Context: an optimization exercise on an open-source flow, tuned for small area, a short achievable clock period and few clock cycles per item. The choices shown serve that exercise and are no tape-out recipe.
Only simulation tests tie the RTL to the original design; equivalence was not proved.
Power figures rest on the tool's default switching activity, not on a simulated workload.

==> flow/design.v (excerpt) <==
module mem_bank_responder #(
   parameter int                DATA_W      = 16,
   parameter int                ADDR_W      = 8,
   parameter int                WAIT_CYCLES = 2,    
   parameter logic [ADDR_W-1:0] PROT_LIMIT  = ADDR_W'(8'h40)
) (
   input  logic              CLK100MHZ,
   input  logic              RST,
   input  logic              mb_sel,
   input  logic [ADDR_W-1:0] pc_addr,
   input  logic [ADDR_W-1:0] mb_addr,
   input  logic              mb_read,
   input  logic              mb_write,
   input  logic [DATA_W-1:0] mb_wdata,
   output logic [DATA_W-1:0] mb_rdata,
   output logic              mb_ack,
   output logic              mb_busy,
   output logic              mb_err
);
   localparam int DEPTH = 1 << ADDR_W;
   localparam int LO_W  = 4;                   
   localparam int HI_W  = ADDR_W - LO_W;       
   localparam int NGRP  = 1 << HI_W;
   localparam int GSZ   = 1 << LO_W;
   localparam int NPART = 4;
  ...
==> flow/config.mk <==
export PLATFORM = sky130hd
export DESIGN_NAME = mem_bank_responder
export DESIGN_NICKNAME = mem_bank_responder
export VERILOG_FILES = /design/flow/design.v
export SDC_FILE = /design/flow/constraint.sdc
export NUM_CORES = 4
export LEC_CHECK = 0
export CAP_MARGIN = 20
export CORE_MARGIN = 2
export CORE_UTILIZATION = 45
export CTS_BUF_LIST = sky130_fd_sc_hd__clkbuf_16
export CTS_CLUSTER_DIAMETER = 50
export CTS_CLUSTER_SIZE = 20
export PLACE_DENSITY = 0.6
export SETUP_SLACK_MARGIN = 3.0
export SLEW_MARGIN = 20
export TNS_END_PERCENT = 100
export BUFFER_PORTS_ARGS = -buffer_cell sky130_fd_sc_hd__buf_4
export CTS_ARGS = -sink_clustering_enable -repair_clock_nets -dont_use_dummy_load -buf_list sky130_fd_sc_hd__clkbuf_16 -sink_clustering_size 20 -sink_clustering_max_diameter 50
==> flow/constraint.sdc <==
create_clock -name core_clock -period 6.0 [get_ports {CLK100MHZ}]
set_input_delay 1.2000 -clock core_clock [delete_from_list [all_inputs] [get_ports {CLK100MHZ}]]
set_output_delay 1.2000 -clock core_clock [all_outputs]
set_load 0.01 [all_outputs]
standard.sh (not shown) runs the stock make flow with config.mk's settings and CLKGATE_MAP_FILE= SYNTH_SCRIPT=/design/flow/synth_recipe.tcl, a recipe that flattens the netlist after the stock synthesis.
==> flow/flow/run.sh <==
#!/bin/bash
set -euo pipefail
cat >> config.mk <<'EOT'
export BUFFER_PORTS_ARGS = -buffer_cell sky130_fd_sc_hd__buf_4
export CTS_ARGS = -sink_clustering_enable -repair_clock_nets -dont_use_dummy_load -buf_list sky130_fd_sc_hd__clkbuf_16 -sink_clustering_size 20 -sink_clustering_max_diameter 50
EOT
bash standard.sh > standard.log 2>&1
Testbench counts at the start, summed over its fixed seeds: cycles 36,215, items 12,000.
Rerun with:
Settings changed: CORE_UTILIZATION 45 to 55, PLACE_DENSITY 0.6 to 0.7.
After rerunning:
- The new run completed with no timing, DRC or antenna violations
- synthesized area stays the same
- final cell count drops by 4.3%
- final area drops by 0.55%
- setup slack degrades by 0.059 ns
- maximum frequency drops by 1.8%
- synthesized cell count does not change
- register-to-register slack degrades by 0.09 ns
- via count climbs by 2.0%
- wire length drops by 1.8%
Rerun with:
Settings changed: CORE_UTILIZATION 55 to 50, PLACE_DENSITY 0.7 to 0.65.
Maximum frequency goes up by 2.1%.
Wire length hardly moves.
Core utilization went down by 5.8 points.
Worst hold slack got worse by 0.016 ns.
Setup slack gains 0.065 ns.

---

v57:
mem_bank_responder, a different RTL version from the one above (not shown whole).
Size: about 11,000 cells after synthesis, about 4,200 flip-flops.
clock: 6.0 ns
lec_check: 0
cap_margin: 20
core_margin: 2
core_utilization: 50
cts_buf_list: sky130_fd_sc_hd__clkbuf_16
cts_cluster_diameter: 50
cts_cluster_size: 20
place_density: 0.6
setup_slack_margin: 3.0
slew_margin: 20
tns_end_percent: 100
buffer_ports_args: -buffer_cell sky130_fd_sc_hd__buf_4
cts_args: -sink_clustering_enable -repair_clock_nets -dont_use_dummy_load -buf_list sky130_fd_sc_hd__clkbuf_16 -sink_clustering_size 20 -sink_clustering_max_diameter 50
Scripts as last shown in full above: flow/flow/run.sh
Testbench counts of v57, summed over its fixed seeds: cycles 36,215, items 12,000.
diff inputs: v57 => v21
- changing CAP_MARGIN from 20 to 10
- changing PLACE_DENSITY from 0.6 to 0.65
- changing SLEW_MARGIN from 20 to 10
[summary]
- v21 completed end to end with timing, DRC and antenna clean.
- Total via count after detailed routing: higher on v21
- v21 vs. v57: portion of the clock cycle consumed by the worst path in the final layout -0.86 points; area occupied by registers ~0 delta.
- Against v57, v21 reports a fraction of met1 tracks used by global routing that is lower.
- Across both runs, mean routed wirelength per cell was lower for v21 than for v57.
- Final worst hold slack ended up 0.017 ns higher on v21 than on v57.
- Compared with v57, v21 ends up with a smaller final cell area.
- Compared with v57, v21 has extra setup slack.
- Compared v21 vs v57, and maximum ir drop on the vdd rail is down in v21.
- v21 vs v57: initial antenna violation count down in v21
- Detailed-route wire length for v21: 1.8% down relative to v57
Here is what was changed in the inputs of v1 compared with v21.
- swapping -sink_clustering_enable -repair_clock_nets -dont_use_dummy_load -buf_list sky130_fd_sc_hd__clkbuf_16 -sink_clustering_size 20 -sink_clustering_max_diameter 50 for -sink_clustering_enable -repair_clock_nets -dont_use_dummy_load -buf_list sky130_fd_sc_hd__clkbuf_16 -sink_clustering_size 24 -sink_clustering_max_diameter 60 in CTS_ARGS
- swapping 50 for 60 in CTS_CLUSTER_DIAMETER
- swapping 20 for 24 in CTS_CLUSTER_SIZE
- swapping 10 for 20 in CAP_MARGIN
- swapping 10 for 20 in SLEW_MARGIN
==> flow/flow/run.sh <==
#!/bin/bash
set -euo pipefail
cat >> config.mk <<'EOT'
export BUFFER_PORTS_ARGS = -buffer_cell sky130_fd_sc_hd__buf_4
export CTS_ARGS = -sink_clustering_enable -repair_clock_nets -dont_use_dummy_load -buf_list sky130_fd_sc_hd__clkbuf_16 -sink_clustering_size 24 -sink_clustering_max_diameter 60
EOT
bash standard.sh > standard.log 2>&1
[summary]
Highest metal layer with signal wires = met4: v21; highest metal layer with signal wires = met5: v1. First element of the critical path: rd_part_n[2][13] -> v21, rd_part_n[2][11] -> v1. Changes observed in v1 relative to v21: post-layout minimum cycle time lost 0.066 ns; area added between synthesis and finish lost 1.6 points; first-pass detailed-route iteration total picked up an extra 1.
Edits applied to the flow inputs when going from v1 to v39:
- a change of CTS_CLUSTER_DIAMETER from 60 to 50
- a change of CTS_ARGS from -sink_clustering_enable -repair_clock_nets -dont_use_dummy_load -buf_list sky130_fd_sc_hd__clkbuf_16 -sink_clustering_size 24 -sink_clustering_max_diameter 60 to -sink_clustering_enable -repair_clock_nets -dont_use_dummy_load -buf_list sky130_fd_sc_hd__clkbuf_16 -sink_clustering_size 20 -sink_clustering_max_diameter 50
- a change of CTS_CLUSTER_SIZE from 24 to 20
==> flow/flow/run.sh <==
#!/bin/bash
set -euo pipefail
cat >> config.mk <<'EOT'
export BUFFER_PORTS_ARGS = -buffer_cell sky130_fd_sc_hd__buf_4
export CTS_ARGS = -sink_clustering_enable -repair_clock_nets -dont_use_dummy_load -buf_list sky130_fd_sc_hd__clkbuf_16 -sink_clustering_size 20 -sink_clustering_max_diameter 50
EOT
bash standard.sh > standard.log 2>&1
Notes after the runs:
Looking at the reports, v39 completed the entire flow and the layout it produced met the timing, DRC and antenna checks. Delta (v39 minus v1): worst hold-check slack fell by 0.0066 ns, area added between synthesis and finish rose by 1.0 points, first-pass GRT wire length fell by 1900 um.

---

RTL: one of the versions met above, not the one the previous note started from.
For scale: roughly 11000 cells after synthesis, roughly 56 I/O pins.
clock: 6.0 ns
lec_check: 0
cap_margin: 20
core_margin: 2
core_utilization: 45
cts_buf_list: sky130_fd_sc_hd__clkbuf_16
cts_cluster_diameter: 60
cts_cluster_size: 24
place_density: 0.6
setup_slack_margin: 3.5
slew_margin: 20
tns_end_percent: 100
buffer_ports_args: -buffer_cell sky130_fd_sc_hd__buf_4
cts_args: -sink_clustering_enable -repair_clock_nets -dont_use_dummy_load -buf_list sky130_fd_sc_hd__clkbuf_16 -sink_clustering_size 24 -sink_clustering_max_diameter 60
==> flow/flow/run.sh <==
#!/bin/bash
set -euo pipefail
cat >> config.mk <<'EOT'
export BUFFER_PORTS_ARGS = -buffer_cell sky130_fd_sc_hd__buf_4
export CTS_ARGS = -sink_clustering_enable -repair_clock_nets -dont_use_dummy_load -buf_list sky130_fd_sc_hd__clkbuf_16 -sink_clustering_size 24 -sink_clustering_max_diameter 60
EOT
bash standard.sh > standard.log 2>&1
The baseline completed without violations.
Testbench counts at the start, summed over its fixed seeds: cycles 36,215, items 12,000.
Rerun with:
- CORE_UTILIZATION: 45 -> 55
- PLACE_DENSITY: 0.6 -> 0.7
- SETUP_SLACK_MARGIN: 3.5 -> 3.0
Effect:
- The new run finished with timing, DRC and antenna clean
- maximum frequency came out higher by 1.3%
- area after synthesis does not change
- power came out lower by 2.8%
- clock skew came out lower by 35 ps
- critical path depth came out higher by 10
- cell count came out lower by 7.3%
- clock-buffer cell count came out lower by 2
- die area came out lower by 18%
Rerun with:
==> flow/run.sh (new file) <==
#!/bin/bash
# synth_recipe.tcl (not shown) runs the flow's synth.tcl, then flattens the netlist and writes it again
# the make line also repeats each setting of config.mk as NAME=value (left out here)
make -C /OpenROAD-flow-scripts/flow DESIGN_CONFIG=/design/flow/config.mk WORK_HOME=/design/flow/orfs CLKGATE_MAP_FILE= SYNTH_SCRIPT=/design/flow/synth_recipe.tcl finish
- BUFFER_PORTS_ARGS: -buffer_cell sky130_fd_sc_hd__buf_4 -> unset
- CTS_ARGS: -sink_clustering_enable -repair_clock_nets -dont_use_dummy_load -buf_list sky130_fd_sc_hd__clkbuf_16 -sink_clustering_size 24 -sink_clustering_max_diameter 60 -> unset
- CTS_CLUSTER_DIAMETER: 60 -> 50
- CTS_CLUSTER_SIZE: 24 -> 20
removed: flow/flow/run.sh
removed: flow/standard.sh
Result: Setup slack barely changes. Worst hold slack improves by 25 ps. Flip-flop and latch count does not change. Non-clock buffer count goes up by 98. Area after synthesis is unchanged. Design area grows by 3.8%. Utilization climbs by 2.3 points.
Rerun with:
==> flow/flow/run.sh (new file) <==
#!/bin/bash
set -euo pipefail
cat >> config.mk <<'EOT'
export BUFFER_PORTS_ARGS = -buffer_cell sky130_fd_sc_hd__buf_4
export CTS_ARGS = -sink_clustering_enable -repair_clock_nets -dont_use_dummy_load -buf_list sky130_fd_sc_hd__clkbuf_16 -sink_clustering_size 24 -sink_clustering_max_diameter 60
EOT
bash standard.sh > standard.log 2>&1
==> flow/standard.sh (new file) <==
#!/bin/bash
# synth_recipe.tcl (not shown) runs the flow's synth.tcl, then flattens the netlist and writes it again
# the make line also repeats each setting of config.mk as NAME=value (left out here)
make -C /OpenROAD-flow-scripts/flow DESIGN_CONFIG=/design/flow/config.mk WORK_HOME=/design/flow/orfs CLKGATE_MAP_FILE= SYNTH_SCRIPT=/design/flow/synth_recipe.tcl "${@:-finish}"
- BUFFER_PORTS_ARGS: unset -> -buffer_cell sky130_fd_sc_hd__buf_4
- CTS_ARGS: unset -> -sink_clustering_enable -repair_clock_nets -dont_use_dummy_load -buf_list sky130_fd_sc_hd__clkbuf_16 -sink_clustering_size 24 -sink_clustering_max_diameter 60
- CTS_CLUSTER_DIAMETER: 50 -> 60
- CTS_CLUSTER_SIZE: 20 -> 24
- SETUP_SLACK_MARGIN: 3.0 -> 3.5
removed: flow/run.sh
The changed run completed without violations.
Count of clock-buffer cells in the layout is lower by 105.
Cell area is higher by 5.1%.
Wire length is higher by about 17%.
Global-route usage is higher by 5.0 points.

re-timing with driven ports:
No port has a modelled driver above. Below, the same layouts with a new extraction and two added sets of constraints. Step 1 sets driving cells, clkbuf_16 on the clock port and buf_2 on the other inputs (assumed; they add their load-dependent delay and slew). Step 2, shift: input delay + t, output delay - t, t = (earliest + latest rising clock arrival at the registers) / 2. This alone moves slack from input paths to output paths. a / b / c = no drivers / after step 1 / after step 2; a / b = the first two.
| run | shift t [ns] | setup slack, ns | worst register clock-pin slew, ns | worst slew at a driven data input, ns | pins driven straight from the clock port |
|---|---|---|---|---|---|
| the first run of note 1 | 1.024 | 2.822 / 2.727 / 1.893 | 0.09 / 0.09 | 0.06 | 1 |
| the second run of note 1 | 1.029 | 2.763 / 2.671 / 1.846 | 0.08 / 0.08 | 0.14 | 1 |
| the third run of note 1 | 0.996 | 2.828 / 2.733 / 1.968 | 0.08 / 0.08 | 0.11 | 1 |
| v57 | 1.035 | 2.712 / 2.620 / 1.920 | 0.08 / 0.08 | 0.08 | 1 |
| v21 | 1.005 | 2.764 / 2.665 / 1.889 | 0.09 / 0.09 | 0.09 | 1 |
| v1 | 0.954 | 2.830 / 2.737 / 1.940 | 0.10 / 0.10 | 0.13 | 1 |
| v39 | 0.996 | 2.828 / 2.733 / 1.968 | 0.08 / 0.08 | 0.11 | 1 |
| the first run of note 3 | 0.943 | 2.745 / 2.645 / 1.953 | 0.10 / 0.10 | 0.18 | 1 |
| the second run of note 3 | 0.965 | 2.787 / 2.742 / 1.851 | 0.10 / 0.10 | 0.10 | 1 |
| the third run of note 3 | 1.033 | 2.785 / 2.693 / 2.004 | 0.08 / 0.08 | 0.07 | 1 |
| the fourth run of note 3 | 0.969 | 2.691 / 2.599 / 1.797 | 0.10 / 0.10 | 0.17 | 1 |
After both steps setup and hold are still met in every run listed. For the second run of note 3, which loses most, drivers alone change the setup slack by -0.045 ns; drivers and shift together by -0.936 ns.
